Background: an optimization exercise with open tools, aiming at small area. Do not read the settings as production practice. RTL that was checked went through simulation tests only; none was proved equivalent to the original. The clock port is modelled as an ideal driver; clocking choices that lean on that would not hold on a real chip.

==> inputs of v36 <==
// bmem_line_adapter
module bmem_line_adapter #(
    parameter int ADDR_W = 32,
    parameter int BEAT_W = 64,
    parameter int BEATS  = 4
) (
    input  logic                      clk,
    input  logic                      rst,
    input  logic [ADDR_W-1:0]         i_addr,
    input  logic                      i_read,
    output logic [BEAT_W*BEATS-1:0]   i_rdata,
    output logic                      i_resp,
    input  logic [ADDR_W-1:0]         d_addr,
    input  logic                      d_read,
    input  logic                      d_write,
    input  logic [BEAT_W*BEATS-1:0]   d_wdata,
    output logic [BEAT_W*BEATS-1:0]   d_rdata,
    output logic                      d_resp,
    output logic [ADDR_W-1:0]         bmem_addr,
    output logic                      bmem_read,
    output logic                      bmem_write,
    output logic [BEAT_W-1:0]         bmem_wdata,
    input  logic                      bmem_ready,
    input  logic [ADDR_W-1:0]         bmem_raddr,
    input  logic [BEAT_W-1:0]         bmem_rdata,
    input  logic                      bmem_rvalid
);
==> module bmem_line_adapter, before the edit <==
module bmem_line_adapter #(
    parameter int ADDR_W = 32,
    parameter int BEAT_W = 64,
    parameter int BEATS  = 4
) (
    input  logic                      clk,
    input  logic                      rst,
    input  logic [ADDR_W-1:0]         i_addr,
    input  logic                      i_read,
    output logic [BEAT_W*BEATS-1:0]   i_rdata,
    output logic                      i_resp,
    input  logic [ADDR_W-1:0]         d_addr,
    input  logic                      d_read,
    input  logic                      d_write,
    input  logic [BEAT_W*BEATS-1:0]   d_wdata,
    output logic [BEAT_W*BEATS-1:0]   d_rdata,
    output logic                      d_resp,
    output logic [ADDR_W-1:0]         bmem_addr,
    output logic                      bmem_read,
    output logic                      bmem_write,
    output logic [BEAT_W-1:0]         bmem_wdata,
    input  logic                      bmem_ready,
    input  logic [ADDR_W-1:0]         bmem_raddr,
    input  logic [BEAT_W-1:0]         bmem_rdata,
    input  logic                      bmem_rvalid
);
    localparam int LINE_W = BEAT_W * BEATS;
    localparam int OFF    = bmem_pkg::OFFSET_BITS;
    logic              wr_q;     
    logic              rdi_q;    
    logic              rdw_q;    
    logic              resp_q;   
    logic              gnt_q;    
    logic [BEATS-1:0]  beat_n;    
    logic              idle;
    logic              gnt_d;
    logic              any_req;
    logic              beat_hit;
    logic              last;
    logic [ADDR_W-1:0] line_addr;
    logic [BEAT_W-1:0] beat_q [BEATS];
    rr_arbiter2 u_arb (
        .req_i   (i_read),
        .req_d   (d_read | d_write),
        .last_d  (gnt_q),
        .gnt_d   (gnt_d),
        .any_req (any_req)
    );
    assign idle      = ~(wr_q | rdi_q | rdw_q | resp_q);
    assign line_addr = {(gnt_q ? d_addr[ADDR_W-1:OFF] : i_addr[ADDR_W-1:OFF]), {OFF{1'b0}}};
    assign beat_hit  = rdw_q & bmem_rvalid & (bmem_raddr == line_addr);
    assign last      = ~beat_n[BEATS-1];
    always_ff @(posedge clk or posedge rst) begin
        if (rst) begin
            wr_q   <= 1'b0;
            rdi_q  <= 1'b0;
            rdw_q  <= 1'b0;
            resp_q <= 1'b0;
            gnt_q  <= 1'b0;
            beat_n  <= ~BEATS'(1);
        end else begin
            if (idle && any_req) begin
                gnt_q <= gnt_d;
                wr_q  <= gnt_d & d_write;
                rdi_q <= ~(gnt_d & d_write);
            end
            if (wr_q && bmem_ready) begin
                beat_n <= {beat_n[BEATS-2:0], beat_n[BEATS-1]};
                if (last) begin
                    wr_q   <= 1'b0;
                    resp_q <= 1'b1;
                end
            end
            if (rdi_q && bmem_ready) begin
                rdi_q <= 1'b0;
                rdw_q <= 1'b1;
            end
            if (beat_hit) begin
                beat_n <= {beat_n[BEATS-2:0], beat_n[BEATS-1]};
                if (last) begin
                    rdw_q  <= 1'b0;
                    resp_q <= 1'b1;
                end
            end
            if (resp_q)
                resp_q <= 1'b0;
        end
    end
    always_ff @(posedge clk) begin
        for (int k = 0; k < BEATS - 1; k++)
            if (beat_hit && !beat_n[k])
                beat_q[k] <= bmem_rdata;
        beat_q[BEATS-1] <= bmem_rdata;
    end
    always_comb
        for (int k = 0; k < BEATS; k++)
            i_rdata[k*BEAT_W +: BEAT_W] = beat_q[k];
    assign d_rdata    = i_rdata;
    assign i_resp     = resp_q & ~gnt_q;
    assign d_resp     = resp_q & gnt_q;
    assign bmem_read  = rdi_q;
    assign bmem_write = wr_q;
    assign bmem_addr  = line_addr;
    always_comb begin
        bmem_wdata = '1;
        for (int k = 0; k < BEATS; k++)
            bmem_wdata &= d_wdata[k*BEAT_W +: BEAT_W] | {BEAT_W{beat_n[k]}};
    end
endmodule
export LEC_CHECK = 0
export CAP_MARGIN = 20
export CORE_AREA = 10 10 390 390
export DIE_AREA = 0 0 400 400
export SLEW_MARGIN = 20
create_clock -name core_clock -period 5.0 [get_ports {clk}]
standard.sh (not shown) runs the stock make flow with config.mk's settings and CLKGATE_MAP_FILE= SYNTH_SCRIPT=/design/flow/synth_recipe.tcl, a recipe that flattens the netlist after the stock synthesis.
==> flow/flow/run.sh <==
#!/bin/bash
# Own layout flow: the standard ORFS flow (standard.sh), with
#  - the port buffers that global placement inserts taken from the smallest
#    buffer cell, and
#  - clock tree synthesis clustering more sinks per leaf buffer and adding
#    no dummy loads.
set -euo pipefail
export BUFFER_PORTS_ARGS="-buffer_cell sky130_fd_sc_hd__buf_1"
export CTS_ARGS="-sink_clustering_enable -repair_clock_nets -sink_clustering_size 20 -sink_clustering_max_diameter 60 -buf_list \"sky130_fd_sc_hd__clkbuf_4 sky130_fd_sc_hd__clkbuf_8\" -dont_use_dummy_load"
bash standard.sh > standard_flow.log 2>&1
==> v12: changes against v36 <==
--- a/flow/design.v
+++ b/flow/design.v
@@ -74,5 +74,5 @@
             resp_q <= 1'b0;
             gnt_q  <= 1'b0;
-            beat_n  <= ~BEATS'(1);
+            beat_n  <= {{(BEATS-1){1'b1}}, 1'b0};
         end else begin
             if (idle && any_req) begin
==> flow/flow/run.sh (replaced) <==
#!/bin/bash
# Own layout flow: the standard ORFS flow (standard.sh), with
#  - the port buffers that global placement inserts taken from the smallest
#    buffer cell,
#  - the ports placed on the die's edge in an order that keeps the ports
#    meeting at the same cells together (flow/pins.tcl),
#  - clock tree synthesis clustering more sinks per leaf buffer and adding
#    no dummy loads, and
#  - after CTS, clock buffers upsized only where the flip-flop clock-pin
#    slew needs it (flow/post_cts.tcl).
set -euo pipefail
here=$(cd "$(dirname "${BASH_SOURCE[0]}")" && pwd)
export BUFFER_PORTS_ARGS="-buffer_cell sky130_fd_sc_hd__buf_1"
export CTS_ARGS="-sink_clustering_enable -repair_clock_nets -sink_clustering_size 30 -sink_clustering_max_diameter 100 -buf_list sky130_fd_sc_hd__clkbuf_4 -dont_use_dummy_load"
export PRE_IO_PLACEMENT_TCL="$here/pins.tcl"
export POST_CTS_TCL="$here/post_cts.tcl"
bash standard.sh > standard_flow.log 2>&1
==> flow/flow/pins.tcl (new file) <==
# Places every port on the die's edge, in an order that keeps together the
# ports that meet at the same cells, so that those cells sit close together:
#  - per read-data bit b: bmem_rdata[b] and the four i_rdata and four d_rdata
#    bits it feeds, centred on the bottom edge;
#  - per address bit: bmem_raddr, i_addr, d_addr and bmem_addr;
#  - the single-bit ports;
#  - per write-data bit b: the four d_wdata bits and bmem_wdata[b].
# Pins sit on every second routing track (met2 on the bottom and top edges,
# met3 on the left and right), as place_pins spaces them by default.
set block [ord::get_db_block]
set tech [ord::get_db_tech]
set die [$block getDieArea]
set dx [$die xMax]
set dy [$die yMax]
set corner 5000
set m2 [$tech findLayer met2]
set m3 [$tech findLayer met3]
# track coordinates (dbu) of met2 (x) and met3 (y)
set g2 [$block findTrackGrid $m2]
set g3 [$block findTrackGrid $m3]
set xs [$g2 getGridX]
set ys [$g3 getGridY]
set bx {}
for {set i 0} {$i < [llength $xs]} {incr i 2} {
  set x [lindex $xs $i]
  if {$x >= $corner && $x <= $dx - $corner} { lappend bx $x }
}
set ly {}
for {set i 0} {$i < [llength $ys]} {incr i 2} {
  set y [lindex $ys $i]
  if {$y >= $corner && $y <= $dy - $corner} { lappend ly $y }
}
# slots around the edge: left (top to bottom), bottom (left to right),
# right (bottom to top), top (right to left)
set slots {}
foreach y [lreverse $ly] { lappend slots [list met3 0 $y] }
foreach x $bx { lappend slots [list met2 $x 0] }
foreach y $ly { lappend slots [list met3 $dx $y] }
foreach x [lreverse $bx] { lappend slots [list met2 $x $dy] }

set order {}
for {set b 0} {$b < 64} {incr b} {
  lappend order "bmem_rdata\[$b\]"
  for {set k 0} {$k < 4} {incr k} {
    lappend order "i_rdata\[[expr {64*$k+$b}]\]" "d_rdata\[[expr {64*$k+$b}]\]"
  }
}
set n_rd [llength $order]
for {set b 5} {$b < 32} {incr b} {
  lappend order "bmem_raddr\[$b\]" "i_addr\[$b\]" "d_addr\[$b\]" "bmem_addr\[$b\]"
}
foreach p {clk rst i_read d_read d_write bmem_ready bmem_rvalid i_resp d_resp bmem_read bmem_write} { lappend order $p }
for {set b 0} {$b < 5} {incr b} {
  lappend order "bmem_raddr\[$b\]" "bmem_addr\[$b\]" "i_addr\[$b\]" "d_addr\[$b\]"
}
for {set b 0} {$b < 64} {incr b} {
  for {set k 0} {$k < 4} {incr k} { lappend order "d_wdata\[[expr {64*$k+$b}]\]" }
  lappend order "bmem_wdata\[$b\]"
}
set n_ports 0
foreach bt [$block getBTerms] {
  if {[lsearch {POWER GROUND} [$bt getSigType]] < 0} { incr n_ports }
}
if {[llength $order] != $n_ports} {
  error "pins.tcl: ordered [llength $order] ports, the design has $n_ports"
}
if {[llength $order] > [llength $slots]} {
  error "pins.tcl: [llength $order] ports, [llength $slots] places"
}
# centre the read-data block on the bottom edge
set start [expr {[llength $ly] + [llength $bx] / 2 - $n_rd / 2}]
if {$start < 0} { set start 0 }
set i $start
foreach p $order {
  set s [lindex $slots [expr {$i % [llength $slots]}]]
  lassign $s layer x y
  if {$layer eq "met2"} {
    set size {0.14 0.485}
  } else {
    set size {0.8 0.3}
  }
  place_pin -pin_name $p -layer $layer -location [list [expr {$x / 1000.0}] [expr {$y / 1000.0}]] -pin_size $size -force_to_die_boundary
  incr i
}
puts "pins.tcl: placed [llength $order] ports in [llength $slots] places"
==> flow/flow/post_cts.tcl (new file) <==
# Runs at the end of ORFS's CTS step (POST_CTS_TCL). Upsizes each clock buffer
# whose flip-flop clock pins see a slew above the target, one drive step at a
# time, then legalises the placement again. Before that, cells on paths with
# setup slack to spare are downsized (repair_timing -recover_power).
estimate_parasitics -placement
repair_timing -recover_power 100 -verbose
set clk_slew_target [expr {[info exists ::env(CLK_SLEW_TARGET)] ? $::env(CLK_SLEW_TARGET) : 0.122}]
set clk_sizes {sky130_fd_sc_hd__clkbuf_1 sky130_fd_sc_hd__clkbuf_2 sky130_fd_sc_hd__clkbuf_4 sky130_fd_sc_hd__clkbuf_8 sky130_fd_sc_hd__clkbuf_16}
for {set iter 0} {$iter < 4} {incr iter} {
  estimate_parasitics -placement
  set slow [dict create]
  foreach pin [get_pins -hierarchical */CLK] {
    set s [expr {max([get_property $pin slew_max_rise], [get_property $pin slew_max_fall])}]
    if {$s > $clk_slew_target} {
      set net [get_nets -of_objects $pin]
      foreach drv [get_pins -of_objects $net -filter "direction == output"] {
        dict set slow [get_property [get_cells -of_objects $drv] full_name] 1
      }
    }
  }
  if {[dict size $slow] == 0} { break }
  set n 0
  foreach name [dict keys $slow] {
    set inst [[ord::get_db_block] findInst $name]
    set m [[$inst getMaster] getName]
    set i [lsearch $clk_sizes $m]
    if {$i >= 0 && $i < [llength $clk_sizes] - 1} {
      replace_cell [get_cells $name] [lindex $clk_sizes [expr {$i + 1}]]
      incr n
    }
  }
  puts "post_cts: iteration $iter upsized $n clock buffers"
  if {$n == 0} { break }
}
detailed_placement
check_placement -verbose
estimate_parasitics -placement
==> v9: changes against v36 <==
--- a/flow/design.v
+++ b/flow/design.v
@@ -42,5 +42,7 @@
 );
     localparam int LINE_W = BEAT_W * BEATS;
+    localparam int CNT_W  = $clog2(BEATS);
     localparam int OFF    = bmem_pkg::OFFSET_BITS;
+    localparam logic [CNT_W-1:0] LAST_BEAT = CNT_W'(BEATS - 1);
     logic              wr_q;     
     logic              rdi_q;    
@@ -48,5 +50,5 @@
     logic              resp_q;   
     logic              gnt_q;    
-    logic [BEATS-1:0]  beat_n;    
+    logic [CNT_W-1:0]  cnt_q;
     logic              idle;
     logic              gnt_d;
@@ -66,5 +68,5 @@
     assign line_addr = {(gnt_q ? d_addr[ADDR_W-1:OFF] : i_addr[ADDR_W-1:OFF]), {OFF{1'b0}}};
     assign beat_hit  = rdw_q & bmem_rvalid & (bmem_raddr == line_addr);
-    assign last      = ~beat_n[BEATS-1];
+    assign last      = (cnt_q == LAST_BEAT);
     always_ff @(posedge clk or posedge rst) begin
         if (rst) begin
@@ -74,5 +76,5 @@
             resp_q <= 1'b0;
             gnt_q  <= 1'b0;
-            beat_n  <= ~BEATS'(1);
+            cnt_q  <= '0;
         end else begin
             if (idle && any_req) begin
@@ -82,5 +84,5 @@
             end
             if (wr_q && bmem_ready) begin
-                beat_n <= {beat_n[BEATS-2:0], beat_n[BEATS-1]};
+                cnt_q <= cnt_q + 1'b1;
                 if (last) begin
                     wr_q   <= 1'b0;
@@ -93,5 +95,5 @@
             end
             if (beat_hit) begin
-                beat_n <= {beat_n[BEATS-2:0], beat_n[BEATS-1]};
+                cnt_q <= cnt_q + 1'b1;
                 if (last) begin
                     rdw_q  <= 1'b0;
@@ -105,5 +107,5 @@
     always_ff @(posedge clk) begin
         for (int k = 0; k < BEATS - 1; k++)
-            if (beat_hit && !beat_n[k])
+            if (beat_hit && cnt_q == CNT_W'(k))
                 beat_q[k] <= bmem_rdata;
         beat_q[BEATS-1] <= bmem_rdata;
@@ -118,8 +120,4 @@
     assign bmem_write = wr_q;
     assign bmem_addr  = line_addr;
-    always_comb begin
-        bmem_wdata = '1;
-        for (int k = 0; k < BEATS; k++)
-            bmem_wdata &= d_wdata[k*BEAT_W +: BEAT_W] | {BEAT_W{beat_n[k]}};
-    end
+    assign bmem_wdata = d_wdata[cnt_q*BEAT_W +: BEAT_W];
 endmodule
==> flow/run.sh (new file) <==
#!/bin/bash
# synth_recipe.tcl (not shown) runs the flow's synth.tcl, then flattens the netlist and writes it again
# the make line also repeats each setting of config.mk as NAME=value (left out here)
make -C /OpenROAD-flow-scripts/flow DESIGN_CONFIG=/design/flow/config.mk WORK_HOME=/design/flow/orfs CLKGATE_MAP_FILE= SYNTH_SCRIPT=/design/flow/synth_recipe.tcl finish
removed: flow/flow/run.sh
removed: flow/standard.sh
==> run_summary.xml <==
<?xml version="1.0" encoding="UTF-8"?>
<metrics>
  <group name="worst_setup_path">
    <metric name="cp.depth" unit="">3</metric>
  </group>
  <group name="synthesis">
    <metric name="synth_largest_type_area_fraction" unit="">0.497</metric>
    <metric name="synthMuxAreaShare" unit="">0.154</metric>
    <metric name="synth-xor-area-share" unit="">0.0211</metric>
  </group>
  <group name="cells_and_area">
    <metric name="biggestCellCategory" unit="">buffers</metric>
    <metric name="finish.net_count" unit="">1928</metric>
    <metric name="fraction_of_standard_cell_area_in_multi_input_logic" unit="">0.0991</metric>
  </group>
  <group name="global_route">
    <metric name="maximum_number_of_pins_on_one_net_before_global_route_repair" unit="">55</metric>
  </group>
  <group name="placed_design">
    <metric name="place.detailed.hpwl" unit="um">122000</metric>
  </group>
  <group name="sta">
    <metric name="worst_slack" unit="ns">0.732</metric>
    <metric name="remaining_max_slew_budget_at_the_tightest_pin" unit="">0.361</metric>
    <metric name="max_clock_freq" unit="MHz">234</metric>
  </group>
  <group name="run_status">
    <metric name="status" unit="">timing/DRC/antenna clean</metric>
  </group>
  <group name="die">
    <metric name="starting_density_of_the_core" unit="">0.0809</metric>
  </group>
</metrics>
The numbers above come from v9.

==> run_summary.xml <==
<?xml version="1.0" encoding="UTF-8"?>
<metrics>
  <group name="worst_setup_path">
    <metric name="r2r_end" unit="">beat_q[0][28]$_DFFE_PP_</metric>
    <metric name="critical_path_arrival" unit="ns">4.26</metric>
  </group>
  <group name="cells_and_area">
    <metric name="fraction_of_standard_cell_area_in_multi_input_logic" unit="">0.120</metric>
    <metric name="biggestCellCategory" unit="">registers</metric>
    <metric name="insertedDiodeCount" unit="">15</metric>
    <metric name="finish.net_count" unit="">2042</metric>
  </group>
  <group name="synthesis">
    <metric name="synth-xor-area-share" unit="">0.0211</metric>
    <metric name="synth_largest_type_area_fraction" unit="">0.513</metric>
  </group>
  <group name="sta">
    <metric name="remaining_max_slew_budget_at_the_tightest_pin" unit="">0.299</metric>
    <metric name="actual_slew_at_the_worst_max_slew_pin" unit="ns">1.05</metric>
    <metric name="worst_slack" unit="ns">1.01</metric>
    <metric name="max_clock_freq" unit="MHz">250</metric>
  </group>
  <group name="run_status">
    <metric name="status" unit="">timing/DRC/antenna clean</metric>
  </group>
  <group name="die">
    <metric name="starting_density_of_the_core" unit="">0.0783</metric>
    <metric name="placeableCoreArea" unit="mm2">0.143</metric>
  </group>
  <group name="clock_tree">
    <metric name="root_buffer_cell" unit="">sky130_fd_sc_hd__clkbuf_8</metric>
  </group>
  <group name="global_route">
    <metric name="maximum_number_of_pins_on_one_net_before_global_route_repair" unit="">65</metric>
  </group>
  <group name="placed_design">
    <metric name="place.detailed.hpwl" unit="um">116000</metric>
  </group>
</metrics>
The numbers above come from v36.

==> run_summary.xml <==
<?xml version="1.0" encoding="UTF-8"?>
<metrics>
  <group name="run_status">
    <metric name="status" unit="">timing/DRC/antenna clean</metric>
  </group>
  <group name="synthesis">
    <metric name="synthMuxAreaShare" unit="">0.0321</metric>
    <metric name="synth_largest_type_area_fraction" unit="">0.513</metric>
  </group>
  <group name="global_route">
    <metric name="maximum_number_of_pins_on_one_net_before_global_route_repair" unit="">69</metric>
  </group>
  <group name="cells_and_area">
    <metric name="fraction_of_standard_cell_area_in_multi_input_logic" unit="">0.121</metric>
    <metric name="biggestCellCategory" unit="">registers</metric>
  </group>
  <group name="placed_design">
    <metric name="place.detailed.hpwl" unit="um">29800</metric>
  </group>
  <group name="sta">
    <metric name="max_clock_freq" unit="MHz">277</metric>
    <metric name="worst_slack" unit="ns">1.39</metric>
  </group>
  <group name="worst_setup_path">
    <metric name="cp.depth" unit="">6</metric>
  </group>
</metrics>
The numbers above come from v12.

Only the layout flow was run in v36; the RTL was not checked for function there.

==> what the ideal ports hide <==
How much do the figures lean on ideal ports? The routed layouts below were timed once more, with nothing changed but the port constraints.
Step 1: set_driving_cell puts a clkbuf_16 on clk and a buf_2 on each other input, an assumption about the parent block.
Step 2 moves the port delays by t, midway between the first and last clock arrival at a register: inputs arrive t later, outputs are due t later. That takes back most of the time a late clock gives input paths.
Three values: no drivers, after step 1, after step 2; two values: the first two.
run	t (ns)	setup slack, ns	worst setup path at the end	latest minus earliest clock arrival (ns)
v36	0.733	1.006 / 1.006 / 0.782	input to register	0.136 / 0.136
v12	0.773	1.388 / 1.358 / 1.316	input to register	0.094 / 0.094
v9	0.670	0.732 / 0.645 / 0.772	input to register	0.043 / 0.043
After both steps setup and hold are still met in every run listed. For v36, which loses most, drivers alone change the setup slack by 0.000 ns; drivers and shift together by -0.224 ns.
